This is an optimization exercise on Yosys and OpenROAD, whose aim is small area, a short achievable clock period and few clock cycles, not a production implementation. In this exercise RTL edits were held to simulation tests only and were not proved equivalent to the original. The clock cells of runs 1 and 2 come from the design's own scripts or RTL, not from TritonCTS. No driver is modelled on the clock port, so clock power and skew are understated where the tree is cut down; a real chip needs a root buffer or a tree. Power is estimated from default activity; no workload was simulated.

==> flow/design.v <==
`default_nettype none
package conv_window_pkg;
    localparam int img_size    = 32;   
    localparam int kernel_size = 5;
    localparam int out_size    = img_size - kernel_size + 1;   
    localparam int num_lines   = 6;    
    localparam int pixel_w    = 8;
    localparam int col_w      = 5;
    localparam int fill_row_w = 6;     
    localparam int line_w     = 3;
    typedef logic [pixel_w-1:0] pixel_t;
    typedef logic signed [pixel_w-1:0] spixel_t;
    typedef spixel_t [kernel_size-1:0][kernel_size-1:0] window_t;
    typedef pixel_t [num_lines-1:0][kernel_size-1:0] block_t;
endpackage
`default_nettype wire
`timescale 1ns/1ns
`default_nettype none
module conv_window_top (
    input  wire                         clk,
    input  wire                         reset_n,
    input  wire                         i_start,
    input  wire                         i_pixel_valid,
    input  wire  [7:0]                  i_pixel,
    input  wire                         i_conv_ready,
    output logic                        o_fill_active,
    output logic [199:0]                o_window,   
    output logic                        o_conv_valid,
    output logic                        o_conv_row_start,
    output logic                        o_conv_row_end,
    output logic                        o_done
);
    localparam int img   = 32;
    localparam int ks    = 5;
    localparam int depth = (ks - 1) * img + ks - 1;   
    logic [7:0]         in_px;   
    logic [depth*8-1:0] chain;   
    logic       active;      
    logic       fill;        
    logic       pend;        
    logic       sh;          
    logic [4:0] row;         
    logic [4:0] col;
    logic       all_in;      
    logic take;
    logic new_win;
    logic want;
    logic show;
    logic show_start;
    logic show_end;
    logic show_last;
    logic pend_nxt;
    logic all_in_nxt;
    assign take        = i_pixel_valid && fill;
    assign new_win     = take && (row >= 5'd4) && (col >= 5'd4);
    assign want        = new_win || pend;
    assign show        = want && i_conv_ready;
    assign show_start  = pend ? (col == 5'd5) : (col == 5'd4);
    assign show_end    = pend ? (col == 5'd0) : (col == 5'd31);
    assign show_last   = pend ? all_in : (row == 5'd31 && col == 5'd31);
    assign pend_nxt    = want && !i_conv_ready;
    assign all_in_nxt  = all_in || (take && row == 5'd31 && col == 5'd31);
    assign o_fill_active = fill;
    always_comb begin
        for (int i = 0; i < ks; i++)
            for (int j = 0; j < ks; j++)
                if (i == ks - 1 && j == ks - 1)
                    o_window[(i*ks+j)*8 +: 8] = in_px;
                else
                    o_window[(i*ks+j)*8 +: 8] = chain[((ks-1-i)*img + (ks-1-j) - 1)*8 +: 8];
    end
    always_ff @(posedge clk) begin
        if (take) in_px <= i_pixel;
        if (sh) chain <= {chain[(depth-1)*8-1:0], in_px};
    end
    always_ff @(posedge clk) begin
        if (!reset_n) begin
            active           <= 1'b0;
            fill             <= 1'b0;
            o_conv_valid     <= 1'b0;
            o_conv_row_start <= 1'b0;
            o_conv_row_end   <= 1'b0;
            o_done           <= 1'b0;
        end else if (!active) begin
            o_conv_valid     <= 1'b0;
            o_conv_row_start <= 1'b0;
            o_conv_row_end   <= 1'b0;
            o_done           <= 1'b0;
            if (i_start) begin
                active <= 1'b1;
                fill   <= 1'b1;
            end
        end else begin
            fill             <= !all_in_nxt && !pend_nxt;
            o_conv_valid     <= show;
            o_conv_row_start <= show && show_start;
            o_conv_row_end   <= show && show_end;
            o_done           <= show && show_last;
            if (show && show_last) begin
                active <= 1'b0;
                fill   <= 1'b0;
            end
        end
    end
    always_ff @(posedge clk) begin
        if (!active) begin
            pend   <= 1'b0;
            sh     <= 1'b0;
            row    <= '0;
            col    <= '0;
            all_in <= 1'b0;
        end else begin
            if (take) begin
                col <= col + 1'b1;
                if (col == 5'd31) row <= row + 1'b1;
            end
            all_in <= all_in_nxt;
            pend   <= pend_nxt;
            sh     <= (take || pend) && !pend_nxt;
        end
    end
endmodule
`default_nettype wire
==> flow/flow/run.sh <==
#!/bin/bash
# Layout flow: the standard ORFS flow (standard.sh), steered through ORFS's
# own variables and step hooks. The design, clock period and constraints are
# the standard flow's; only how the layout is made changes:
#  - ports get plain buf_2 buffers (buffer_ports otherwise picks a delay cell);
#  - the pins of each o_window bit lane (the five window columns of one window
#    row and bit, which are five consecutive shift-register stages) are kept
#    together on the die edge;
#  - pre_dpl.tcl pulls each register that only feeds an output buffer and the
#    next shift stage next to its output buffer before detailed placement;
#  - CTS builds fewer, larger sink clusters, and post_cts.tcl removes the root
#    buffer (the clock port drives the four first-level buffers) and turns the
#    two remaining levels into inverters, giving a faster balanced tree;
#  - repair_timing aims below the clock period; its CTS-step run is skipped,
#    because the tree it would see there is the one post_cts.tcl replaces.
# Each ORFS step writes its full log under orfs/logs/; make's output goes to
# flow_make.log.
set -euo pipefail
here="$(pwd)"

export BUFFER_PORTS_ARGS="-buffer_cell sky130_fd_sc_hd__buf_2"
export SETUP_SLACK_MARGIN=6.36
export SKIP_CTS_REPAIR_TIMING=1
export CTS_ARGS="-sink_clustering_enable -repair_clock_nets -sink_clustering_size 22 -sink_clustering_max_diameter 80 -dont_use_dummy_load"
export POST_CTS_TCL="$here/flow/post_cts.tcl"
export CLK_INV_L1=sky130_fd_sc_hd__inv_16
export CLK_INV_L2=sky130_fd_sc_hd__inv_8
export PRE_DETAIL_PLACE_TCL="$here/flow/pre_dpl.tcl"

pins=""
for i in 0 1 2 3 4; do
  for b in 0 1 2 3 4 5 6 7; do
    g=""
    for j in 0 1 2 3 4; do g="$g o_window[$(( (i*5+j)*8+b ))]"; done
    pins="$pins -group_pins {${g# }}"
  done
done
export PLACE_PINS_ARGS="${pins# }"

bash standard.sh > flow_make.log 2>&1
==> flow/flow/post_cts.tcl <==
set block [ord::get_db_block]
set db [ord::get_db]
set clk_net [$block findNet clk]

proc loads_of {net} {
  set l {}
  foreach it [$net getITerms] {
    if {[$it isInputSignal] || [[$it getMTerm] getIoType] eq "INPUT"} { lappend l $it }
  }
  return $l
}

set roots {}
foreach it [$clk_net getITerms] { lappend roots [$it getInst] }
puts "post_cts: clock port drives [llength $roots] cell(s)"
if {[llength $roots] == 1} {
  set root [lindex $roots 0]
  set out_net [[$root findITerm X] getNet]
  set loads [loads_of $out_net]
  puts "post_cts: root [$root getName] drives [llength $loads] pin(s)"
  if {[llength $loads] <= 4} {
    foreach it $loads {
      $it disconnect
      $it connect $clk_net
    }
    [$root findITerm A] disconnect
    odb::dbInst_destroy $root
    odb::dbNet_destroy $out_net
    puts "post_cts: removed root buffer"
  }
}

# Check the tree: port -> level 1 buffers -> level 2 buffers -> registers only
set level1 {}
set level2 {}
set ok 1
foreach it [loads_of $clk_net] {
  set inst [$it getInst]
  if {![string match *clkbuf* [[$inst getMaster] getName]]} { set ok 0; continue }
  lappend level1 $inst
  foreach it2 [loads_of [[$inst findITerm X] getNet]] {
    set i2 [$it2 getInst]
    if {![string match *clkbuf* [[$i2 getMaster] getName]]} { set ok 0; continue }
    lappend level2 $i2
    foreach it3 [loads_of [[$i2 findITerm X] getNet]] {
      if {![[[$it3 getInst] getMaster] isSequential]} { set ok 0 }
    }
  }
}
set nregs 0
foreach inst [$block getInsts] {
  if {[[$inst getMaster] isSequential]} { incr nregs }
}
set reached 0
foreach i2 $level2 { incr reached [llength [loads_of [[$i2 findITerm X] getNet]]] }
puts "post_cts: level 1 [llength $level1], level 2 [llength $level2], registers $reached of $nregs, ok $ok"

proc swap_to_inv {inst master_name} {
  set block [ord::get_db_block]
  set m [[ord::get_db] findMaster $master_name]
  set name [$inst getName]
  set loc [$inst getLocation]
  set in_net [[$inst findITerm A] getNet]
  set out_net [[$inst findITerm X] getNet]
  odb::dbInst_destroy $inst
  set new [odb::dbInst_create $block $m $name]
  $new setLocation [lindex $loc 0] [lindex $loc 1]
  $new setPlacementStatus PLACED
  [$new findITerm A] connect $in_net
  [$new findITerm Y] connect $out_net
}

if {$ok && $reached == $nregs && [llength $level1] <= 4} {
  foreach inst $level1 { swap_to_inv $inst $::env(CLK_INV_L1) }
  foreach inst $level2 { swap_to_inv $inst $::env(CLK_INV_L2) }
  puts "post_cts: clock tree levels now inverters"
  detailed_placement
  check_placement -verbose
}
estimate_parasitics -placement
report_clock_latency
report_clock_min_period
==> flow/flow/pre_dpl.tcl <==
# Pull each register that drives an output port next to that port's buffer
# (and the register it feeds, unless that one drives a port itself), so the
# register's output sees a short wire. Registers that also feed logic stay
# where global placement put them. Detailed placement legalises after.
set block [ord::get_db_block]
set moved 0
set port_ff [dict create]
foreach bt [$block getBTerms] {
  if {[$bt getIoType] ne "OUTPUT"} continue
  set net [$bt getNet]
  set buf ""
  foreach it [$net getITerms] { if {[$it isOutputSignal]} { set buf [$it getInst] } }
  if {$buf eq ""} continue
  set bnet [[$buf findITerm A] getNet]
  set ff ""
  foreach it [$bnet getITerms] { if {[$it isOutputSignal]} { set ff [$it getInst] } }
  if {$ff eq "" || ![[$ff getMaster] isSequential]} continue
  set only_regs 1
  foreach it [$bnet getITerms] {
    set inst [$it getInst]
    if {$inst ne $ff && $inst ne $buf && ![[$inst getMaster] isSequential]} { set only_regs 0 }
  }
  if {!$only_regs} continue
  dict set port_ff [$ff getName] [list $ff $buf $bnet]
}
dict for {name v} $port_ff {
  lassign $v ff buf bnet
  set loc [$buf getLocation]
  $ff setLocation [lindex $loc 0] [lindex $loc 1]
  incr moved
  foreach it [$bnet getITerms] {
    set inst [$it getInst]
    if {$inst eq $ff || $inst eq $buf} continue
    if {[[$inst getMaster] isSequential] && ![dict exists $port_ff [$inst getName]]} {
      $inst setLocation [lindex $loc 0] [lindex $loc 1]
      incr moved
    }
  }
}
puts "pre_dpl: moved $moved register(s)"

# A register that drives an output port and logic besides gets the strongest
# drive of its cell type.
set upsized 0
foreach bt [$block getBTerms] {
  if {[$bt getIoType] ne "OUTPUT"} continue
  set buf ""
  foreach it [[$bt getNet] getITerms] { if {[$it isOutputSignal]} { set buf [$it getInst] } }
  if {$buf eq ""} continue
  set bnet [[$buf findITerm A] getNet]
  foreach it [$bnet getITerms] {
    if {![$it isOutputSignal]} continue
    set ff [$it getInst]
    set m [[$ff getMaster] getName]
    if {[llength [$bnet getITerms]] > 3 && [regsub {_[12]$} $m {_4} m4] && [llength [get_lib_cells -quiet */$m4]]} {
      replace_cell [$ff getName] $m4
      incr upsized
    }
  }
}
puts "pre_dpl: upsized $upsized register(s)"
==> flow/standard.sh <==
#!/bin/bash
# synth_recipe.tcl (not shown) runs the flow's synth.tcl, then flattens the netlist and writes it again
# the make line also repeats each setting of config.mk as NAME=value (left out here)
make -C /OpenROAD-flow-scripts/flow DESIGN_CONFIG=/design/flow/config.mk WORK_HOME=/design/flow/orfs CLKGATE_MAP_FILE= SYNTH_SCRIPT=/design/flow/synth_recipe.tcl "${@:-finish}"
==> flow/config.mk <==
export PLATFORM = sky130hd
export DESIGN_NAME = conv_window_top
export DESIGN_NICKNAME = conv_window_top
export VERILOG_FILES = /design/flow/design.v
export SDC_FILE = /design/flow/constraint.sdc
export NUM_CORES = 4
export LEC_CHECK = 0
export CAP_MARGIN = 20
export CELL_PAD_IN_SITES_DETAIL_PLACEMENT = 0
export CELL_PAD_IN_SITES_GLOBAL_PLACEMENT = 1
export CORE_MARGIN = 2
export CORE_UTILIZATION = 55
export GPL_ROUTABILITY_DRIVEN = 1
export PLACE_DENSITY = 0.65
export SLEW_MARGIN = 20
==> flow/constraint.sdc <==
create_clock -name core_clock -period 9.0 [get_ports {clk}]
set_input_delay 1.8000 -clock core_clock [delete_from_list [all_inputs] [get_ports {clk}]]
set_output_delay 1.8000 -clock core_clock [all_outputs]
set_load 0.01 [all_outputs]
==> results.tsv, run 1 <==
metric	value	unit
PwrDens	205	nW/um^2
DR WL/cell	16.3	um
Crit Path Max Fanout	2	
maximum clock frequency	383	MHz
Synth Register Bits	1083	
mean post-synth cell area	25.4	um^2
first-pass GRT wire length	58000	um
post-placement setup slack	6180	ps
PortBufs	217	
# setup viols final	0	
Hold Path Class	flip-flop to flip-flop	
Crit path buffers/inverters	1	
Die X-Extent	254	um
Non-Filler Instances	2304	
largest net degree at the start of global routing	223	
Post-synth ARST share	0	%
GRT Util Overall	11.2	%
DR DRC count	0	
Die Y	254	um
setup ws final	6390	ps
Synth Net Count	1372	
Worst Hold Launch	chain[104]	
total congestion overflow	0	
Starting Density	55.6	%
Sink Count	1083	
dpl hpwl	17400	um
status	no timing/DRC/antenna violations	
CP max-delay cell	edfxtp_1	
startpoint types	flip-flop	
IO Pins	218	
synthesized area	34300	um^2
fill count	4371	
ant diodes	0	
Lkg Pwr	9.02	nW
count of unique library cells instantiated by Yosys	35	
Reg area	32300	um^2
setup TNS	0	ps
required time worst endpoint	7200	ps
CP Capture Type	output port	
Syn-to-layout area delta	5.10	%
CP delay by family, top	flip-flops	
max incr delay on CP	420	ps
Syn. warnings	1	
Crit path arrival time	810	ps
Least-Margin Pin Slew	1050	ps
min Tclk post-route	2610	ps
total of max-cap violations	0	
Synth top area share	93.2	%
top post-synthesis cells by count	1064 x edfxtp_1, 195 x buf_4, 19 x dfxtp_1, 9 x nor2_1	
hold violation count in the final report	0	
footprint of the multi-input gates	459	um^2
via count	11300	
worst hold slack	412	ps
largest area contributor in the netlist	edfxtp_1	
vias in the first global route	10600	
Via density	4.91	
Skew-Pair Late Insertion Delay	230	ps
clk slew on worst S/H paths	100	ps
max-slew violation count	0	
First-pass DRT Iterations	4	
WL final	37600	um
commonest register cell after synthesis	edfxtp_1	
Cells after DPL	2218	
Max Clock Skew	32.8	ps
Critical path origin	chain[761]	
initial antenna violation count	0	
Die Area	64300	um^2
RR Startpoint	sh	
CP Class	flip-flop to output port	
DR iter-0 viols	842	
sequential share of the synthesized area	94.3	%
fraction of layout instances using a drive strength above 1	21.7	%
most common cell in the netlist	edfxtp_1	
Post-synth EDFFs	1064	
antenna-violating nets left	0	
core area	61700	um^2
Tcrit/Tclk final	29.0	%
worst-path cell chain	buf_2	
RSZ-0062 raised after global routing	true	
Max rail drop VDD	0.184	mV
Slew HR	29.8	%
RePlAce Congestion	0.696	
Post-Synthesis Cells	1352	
nets	1489	
# rows	91	
synth top area cells	edfxtp_1 93%, buf_4 4.3%, dfxtp_1 1.1%	
[report_power, final]
part / leakage (nW) / internal [mW] / switching (mW) / total, mW
clock: 0.342 / 0.229 / 1.53 / 1.75
combinational: 1.09 / 0.0139 / 0.0648 / 0.0787
sequential: 7.59 / 5.53 / 0.0139 / 5.54
total: 9.02 / 5.77 / 1.60 / 7.37
[logic make-up after synthesis]
kind of cell,after synthesis,synth area share [%]
AO/OA/AOI/OAI,18,0.376
XOR/XNOR,4,0.102
adder cells (fa/ha/maj),7,0.255
buffers and inverters,203,4.36
flip-flops,1083,94.3
multiplexers,3,0.0876
AND/OR/NAND/NOR,34,0.518
[cells in the final DEF, fill, tap and decap left out, types with 2 or more instances in the layout]
cell      instances
a21oi_1           6
buf_12            3
buf_16            2
buf_2           211
buf_4            34
buf_6             6
dfxtp_1          17
dfxtp_4           2
edfxtp_1       1064
ha_1              7
inv_1             7
inv_16            4
inv_8            50
mux2i_1           3
nand2_1           5
nand2b_1          2
nand3_1           6
nor2_1            9
o21ai_0           3
or3_1             2
xnor2_1           2
xor2_1            2
[layout make-up]
class | instances | area share (%)
timing repair buffer | 257 | 4.22
multi-input combinational | 66 | 1.27
sequential | 1083 | 89.7
tap | 837 | 2.91
inverter | 61 | 1.86
[path summary, 6_finish.rpt]
path	to	cells past startpoint	slack, ps
worst min-delay path	chain[112]	0	410
worst max register to register	chain[893]	2	6460
worst min register to register	chain[112]	0	410
worst max-delay path	o_window[73]	1	6390
[sequential cells by signal, summed over array words and instances (netlist names)]
| signal | count |
|---|---|
| o_conv_row_start | 1 |
| in_px | 8 |
| pend | 1 |
| all_in | 1 |
| active | 1 |
| o_conv_valid | 1 |
| col | 5 |
| o_conv_row_end | 1 |
| sh | 1 |
| chain | 1056 |
| row | 5 |
| fill | 1 |
| o_done | 1 |
[per-layer routing]
layer	track usage [%]	wire, um	vias up
li1	-	-	5249
met1	18.4	19000	5804
met2	14.9	16100	206
met3	2.79	1740	63
met4	3.08	811	0
met5	0	0	-
[through the flow]
| stage | instance area, um^2 | util, % | power [mW] |
|---|---|---|---|
| floorplan | 34300 | - | 5.75 |
| global placement | 35100 | 56.8 | 5.73 |
| detailed placement | 35100 | 56.8 | 5.74 |
| global route | 36000 | 58.4 | 7.66 |
| finish | 36000 | 58.4 | 7.37 |
Testbench counts, summed over its fixed seeds: cycles 24,624.
==> inputs of run 2 (changes only) <==
--- a/flow/flow/run.sh
+++ b/flow/flow/run.sh
@@ -19,7 +19,7 @@
 here="$(pwd)"
 
 export BUFFER_PORTS_ARGS="-buffer_cell sky130_fd_sc_hd__buf_2"
-export SETUP_SLACK_MARGIN=6.36
+export SETUP_SLACK_MARGIN=6.3
 export SKIP_CTS_REPAIR_TIMING=1
 export CTS_ARGS="-sink_clustering_enable -repair_clock_nets -sink_clustering_size 22 -sink_clustering_max_diameter 80 -dont_use_dummy_load"
 export POST_CTS_TCL="$here/flow/post_cts.tcl"
==> run 2 against run 1 <==
Worst setup slack worse by 2.5 ps. Final area is 0.73% lower. Wire length is 0.96% lower. Combinational power is 2% lower. Cell count is 1.3% lower. Global-route usage stayed put. First-iteration DRC count is 6.3% higher.
==> results.tsv, run 2 <==
metric	value	unit	change
synthesized area	34300	um^2	unchanged
R2R Setup Slk	6480	ps	+20 ps
First-pass DRT Iterations	4		unchanged
reg-to-reg endpoint	chain[692]		
ant diodes	0		unchanged
Post-synth EDFFs	1064		unchanged
total of max-cap violations	0		unchanged
Crit Path Max Fanout	2		unchanged
GRT Util Overall	11.2	%	unchanged
Switch Pwr	1.61	mW	+0.11%
Hold Path Class	flip-flop to flip-flop		
setup TNS	0	ps	unchanged
core area	61700	um^2	unchanged
Worst Hold Launch	chain[104]		
CP max-delay cell	edfxtp_1		
post-placement setup slack	6180	ps	unchanged
Non-Filler Instances	2274		-1.3%
DR iter-0 viols	895		+6.3%
worst-path cell chain	buf_2		
Tcrit/Tclk final	29.0	%	about the same
# setup viols final	0		unchanged
largest area contributor in the netlist	edfxtp_1		
clk slew on worst S/H paths	100	ps	about the same
Max Clock Skew	31.2	ps	-1.67 ps
internal power	5.77	mW	about the same
fraction of layout instances using a drive strength above 1	20.0	%	-1.6 points
Starting Density	55.6	%	unchanged
CP Depth	1		unchanged
antenna-violating nets left	0		unchanged
Crit path buffers/inverters	1		unchanged
hold violation count in the final report	0		unchanged
nets	1459		-2.0%
via count	11200		-0.85%
Skew-Pair Late Insertion Delay	230	ps	about the same
Synth top area share	93.2	%	unchanged
final core occ	58.0	%	-0.43 points
Via density	4.94		+0.46%
Slew HR	29.3	%	-0.50 points
DR WL/cell	16.4	um	+0.34%
max reg flops	1056		unchanged
Combinational Power Share	1.0	%	about the same
worst hold slack	411	ps	-0.441 ps
Crit path arrival time	810	ps	about the same
r2r worst-path depth	2		unchanged
Hold Path Stages	0		unchanged
Max rail drop VDD	0.184	mV	+0.10%
PwrDens	206	nW/um^2	+0.74%
CP Capture Type	output port		
commonest register cell after synthesis	edfxtp_1		
clock power share	23.8	%	about the same
Switching Fraction	21.8	%	about the same
largest net degree at the start of global routing	223		unchanged
Reg area	32300	um^2	unchanged
fill count	4396		+0.57%
total power	7.38	mW	about the same
CP Class	flip-flop to output port		
footprint of the multi-input gates	459	um^2	unchanged
IO Pins	218		unchanged
most frequent cells in the layout	1064 x edfxtp_1, 217 x buf_2, 50 x inv_8		
Die Area	64300	um^2	unchanged
Lkg Pwr	8.88	nW	-1.6%
count of unique library cells instantiated by Yosys	35		unchanged
Post-synth ARST share	0	%	unchanged
Regs by FF count	chain: 1056 flops, in_px: 8 flops		
initial antenna violation count	0		unchanged
Sink Count	1083		unchanged
most common cell in the netlist	edfxtp_1		
max-slew violation count	0		unchanged
Syn-to-layout area delta	4.34	%	
min Tclk post-route	2610	ps	+2.49 ps
total congestion overflow	0		unchanged
status	no timing/DRC/antenna violations		
PortBufs	217		unchanged
DR DRC count	0		unchanged
dpl hpwl	17400	um	unchanged
Cells after DPL	2218		unchanged
synth top area cells	edfxtp_1 93%, buf_4 4.3%, dfxtp_1 1.1%		
# rows	91		unchanged
top post-synthesis cells by count	1064 x edfxtp_1, 195 x buf_4, 19 x dfxtp_1, 9 x nor2_1		
RR Startpoint	sh		
design area	35800	um^2	-0.73%
WL final	37200	um	-0.96%
Die Y	254	um	unchanged
setup ws final	6390	ps	-2.49 ps
Synth Register Bits	1083		unchanged
vias in the first global route	10600		unchanged
startpoint types	flip-flop		
hold endpoint	chain[112]		
Placed Area	35100	um^2	unchanged
register name with the most flops	chain		
max incr delay on CP	420	ps	about the same
RePlAce Congestion	0.696		unchanged
maximum clock frequency	383	MHz	about the same
Post-Synthesis Cells	1352		unchanged
first-pass GRT wire length	58000	um	unchanged
part of the power in registers	75.1	%	about the same
RSZ-0062 raised after global routing	false		
Least-Margin Pin Slew	1060	ps	+7.43 ps
mean post-synth cell area	25.4	um^2	unchanged
sequential share of the synthesized area	94.3	%	unchanged
CP delay by family, top	flip-flops		
commonest non-fill, non-tap cell in the layout	edfxtp_1		
Syn. warnings	1		unchanged
Synth Net Count	1372		unchanged
Die X-Extent	254	um	unchanged
required time worst endpoint	7200	ps	about the same
==> run 2: metal layers <==
metal,vias up,part of all wire [%],global-route usage (%)
met5,-,0,0
met2,203,43,14.9
li1,5194,-,-
met4,0,2.2,3.08
met1,5763,51,18.4
met3,66,4.6,2.79
==> run 2: how the worst max path moves through the flow <==
stage / startpoint / endpoint
2_1_floorplan: sh / chain[0]
3_3_place_gp: i_pixel_valid / in_px[1]
3_5_place_dp: i_pixel_valid / in_px[1]
5_1_grt: sh / chain[519]
6_report: chain[791] / o_window[55]
==> run 2: cell families (layout without fill, tap and decap cells) <==
| group | Yosys count | after routing | share of synthesized area [%] |
|---|---|---|---|
| compound gates | 18 | 18 | 0.376 |
| xor+xnor | 4 | 4 | 0.102 |
| fa+ha+maj | 7 | 7 | 0.255 |
| flops | 1083 | 1083 | 94.3 |
| buf+inv | 203 | 288 | 4.36 |
| mux | 3 | 3 | 0.0876 |
| simple gates | 34 | 34 | 0.518 |
==> run 2: final cells by class <==
| class | count | area share [%] |
|---|---|---|
| Sequential cell | 1083 | 90.4 |
| Timing Repair Buffer | 227 | 3.51 |
| Tap cell | 837 | 2.93 |
| Inverter | 61 | 1.87 |
| Multi-Input combinational cell | 66 | 1.28 |
==> run 2: power by group through the flow <==
stage          combinational (mW)  clock (mW)  sequential [mW]
3_5_place_dp               0.0783           0             5.66
5_1_grt                    0.0863        2.02             5.55
3_3_place_gp               0.0753           0             5.66
6_report                   0.0774        1.76             5.54
2_1_floorplan              0.0173           0             5.73
==> inputs of run 3 (changes only) <==
--- a/flow/flow/run.sh
+++ b/flow/flow/run.sh
@@ -21,7 +21,7 @@
 export BUFFER_PORTS_ARGS="-buffer_cell sky130_fd_sc_hd__buf_2"
 export SETUP_SLACK_MARGIN=6.3
 export SKIP_CTS_REPAIR_TIMING=1
-export CTS_ARGS="-sink_clustering_enable -repair_clock_nets -sink_clustering_size 22 -sink_clustering_max_diameter 80 -dont_use_dummy_load"
+export CTS_ARGS="-sink_clustering_enable -repair_clock_nets -sink_clustering_size 18 -sink_clustering_max_diameter 70 -dont_use_dummy_load"
 export POST_CTS_TCL="$here/flow/post_cts.tcl"
 export CLK_INV_L1=sky130_fd_sc_hd__inv_16
 export CLK_INV_L2=sky130_fd_sc_hd__inv_8
==> run 3 against run 2 <==
Still clean. Hold slack worse by 18 ps. Synthesized cell count stayed put. Sequential power hardly changed. Global-route usage is 0.41 points higher. Clock skew is 3.5 ps higher. Clock power is about 60% higher. Power is 14% higher. Cell count is 3.2% higher. Core utilization is 2.6 points higher. Register-to-register slack worse by 20 ps. Fmax is 12% lower.
==> results.tsv, run 3 <==
metric	value	unit	change
post-placement setup slack	6180	ps	unchanged
Tcrit/Tclk final	33.1	%	+4.1 points
vias in the first global route	10900		+2.1%
most common cell in the netlist	edfxtp_1		
Sink Count	1083		unchanged
WL final	38500	um	+3.4%
max incr delay on CP	410	ps	about the same
min Tclk post-route	2980	ps	+366 ps
Regs by FF count	chain: 1056 flops, in_px: 8 flops		
Least-Margin Pin Slew	1090	ps	+26.1 ps
Post-synth EDFFs	1064		unchanged
sequential share of the synthesized area	94.3	%	unchanged
RSZ-0062 raised after global routing	true		
total congestion overflow	0		unchanged
TritonCTS clock tree	yes		
DR DRC count	0		unchanged
DR iter-0 viols	869		-2.9%
Die X-Extent	254	um	unchanged
startpoint types	flip-flop		
CP max-delay cell	edfxtp_1		
fraction of layout instances using a drive strength above 1	24.0	%	+4.0 points
Crit path buffers/inverters	1		unchanged
setup TNS	0	ps	unchanged
Die Area	64300	um^2	unchanged
# rows	91		unchanged
Reg area	32300	um^2	about the same
Crit Path Max Fanout	2		unchanged
GRT Util Overall	11.6	%	+0.41 points
CP delay by family, top	flip-flops		
Max Clock Skew	34.7	ps	+3.55 ps
footprint of the multi-input gates	459	um^2	unchanged
status	no timing/DRC/antenna violations		
commonest non-fill, non-tap cell in the layout	edfxtp_1		
Crit path arrival time	1180	ps	+370 ps
Syn. warnings	1		unchanged
register name with the most flops	chain		
worst-path cell chain	buf_2		
DR WL/cell	16.4	um	+0.19%
max-slew violation count	0		unchanged
required time worst endpoint	7200	ps	about the same
mean post-synth cell area	25.4	um^2	unchanged
synthesized area	34300	um^2	unchanged
count of unique library cells instantiated by Yosys	35		unchanged
Slew HR	27.5	%	-1.7 points
fill count	4217		-4.1%
Synth Net Count	1372		unchanged
clk slew on worst S/H paths	70	ps	-30 ps
Synth Register Bits	1083		unchanged
Syn-to-layout area delta	9.06	%	
max reg flops	1056		unchanged
setup ws final	6020	ps	-366 ps
PwrDens	226	nW/um^2	+9.5%
CP Class	flip-flop to output port		
total of max-cap violations	0		unchanged
Skew-Pair Late Insertion Delay	600	ps	+370 ps
maximum clock frequency	336	MHz	-12%
largest net degree at the start of global routing	223		unchanged
core area	61700	um^2	unchanged
hold violation count in the final report	0		unchanged
via count	11500		+2.7%
Die Y	254	um	unchanged
First-pass DRT Iterations	5		+1
IO Pins	218		unchanged
Non-Filler Instances	2347		+3.2%
Cells after DPL	2218		unchanged
# setup viols final	0		unchanged
dpl hpwl	17400	um	unchanged
nets	1532		+5.0%
ant diodes	0		unchanged
Via density	4.91		-0.52%
most frequent cells in the layout	1064 x edfxtp_1, 204 x buf_2, 71 x clkbuf_16		
RePlAce Congestion	0.696		unchanged
synth top area cells	edfxtp_1 93%, buf_4 4.3%, dfxtp_1 1.1%		
PortBufs	217		unchanged
Starting Density	55.6	%	unchanged
Synth top area share	93.2	%	unchanged
first-pass GRT wire length	59200	um	+2.1%
initial antenna violation count	0		unchanged
top post-synthesis cells by count	1064 x edfxtp_1, 195 x buf_4, 19 x dfxtp_1, 9 x nor2_1		
Post-Synthesis Cells	1352		unchanged
antenna-violating nets left	0		unchanged
Lkg Pwr	9.68	nW	+9.0%
largest area contributor in the netlist	edfxtp_1		
Hold Path Class	flip-flop to flip-flop		
Post-synth ARST share	0	%	unchanged
CP Capture Type	output port		
commonest register cell after synthesis	edfxtp_1		
Max rail drop VDD	0.143	mV	-23%
-- run 3: cell counts after synthesis --
No cell type changed its count.
-- run 3: where the power goes --
part / switching [mW] / internal [mW]
sequential: 0.0133 / 5.53
combinational: 0.0657 / 0.0155
clock: 1.44 / 1.38
total: 1.52 / 6.93
-- run 3: area by class of cell, without the clock buffers --
type	instances	share of cell area, %
well taps	837	2.80
flip-flops and latches	1083	86.5
inverters	7	0.0703
multi-input cells	66	1.23
repair buffers	284	4.72
-- run 3: worst reg2reg max path, delay by kind of cell (launching register included) --
family / cells / cell delay (ps)
buffers and inverters: 2 / 1280
flip-flops: 1 / 620
-- run 3: stage by stage --
step           hold WS (ps)  util, %  area (um^2)  power (mW)
2_1_floorplan           400        -        34300        5.75
3_3_place_gp            402     56.8        35100        5.73
3_5_place_dp            405     56.8        35100        5.74
5_1_grt                 403     60.6        37400        8.75
6_report                393     60.6        37400        8.44
-- run 3: path summary, 6_finish.rpt --
check             startpoint            to  slack (ps)  cells past startpoint
setup / recovery  chain[542]  o_window[86]        6020                      1
hold reg to reg   chain[434]    chain[442]         390                      0
setup reg to reg          sh    chain[836]        6460                      2
hold / removal    chain[434]    chain[442]         390                      0
-- run 3: layer usage --
| metal | GRT usage [%] | share of wire, % | vias up |
|---|---|---|---|
| met3 | 3.43 | 5.0 | 80 |
| met4 | 4.37 | 2.8 | 0 |
| li1 | - | - | 5329 |
| met1 | 18.5 | 50 | 5892 |
| met2 | 15.1 | 42 | 225 |
| met5 | 0 | 0 | - |
-- run 3: cell families (layout without fill, tap and decap cells) --
| family | Yosys count | in the layout | share of synthesized area (%) |
|---|---|---|---|
| fa+ha+maj | 7 | 7 | 0.255 |
| xor+xnor | 4 | 4 | 0.102 |
| compound gates | 18 | 18 | 0.376 |
| buf+inv | 203 | 361 | 4.36 |
| mux | 3 | 3 | 0.0876 |
| simple gates | 34 | 34 | 0.518 |
| flops | 1083 | 1083 | 94.3 |

## separate check: timing with driven ports
Ports are ideal in the flow. The routed layouts listed here were re-timed in OpenROAD. Step 1 (the two cells are an assumption about what drives the block):
set clk [get_ports {clk}]
set_driving_cell -lib_cell sky130_fd_sc_hd__clkbuf_16 $clk
set_driving_cell -lib_cell sky130_fd_sc_hd__buf_2 [delete_from_list [all_inputs] $clk]
Step 2 moves the port delays by t, midway between the first and last clock arrival at a register: inputs arrive t later, outputs are due t later. That takes back most of the time a late clock gives input paths. Three values: no drivers, after step 1, after step 2; two values: the first two.
| run | t (ns) | setup WS [ns] | pins driven straight from the clock port |
|---|---|---|---|
| run 1 | 0.434 | 6.391 / 6.168 / 6.206 | 4 |
| run 2 | 0.434 | 6.388 / 6.166 / 6.199 | 4 |
| run 3 | 0.643 | 6.022 / 5.960 / 6.215 | 1 |
After both steps setup and hold are still met in every run listed. For run 2, which loses most, drivers alone change the setup slack by -0.222 ns; drivers and shift together by -0.189 ns.
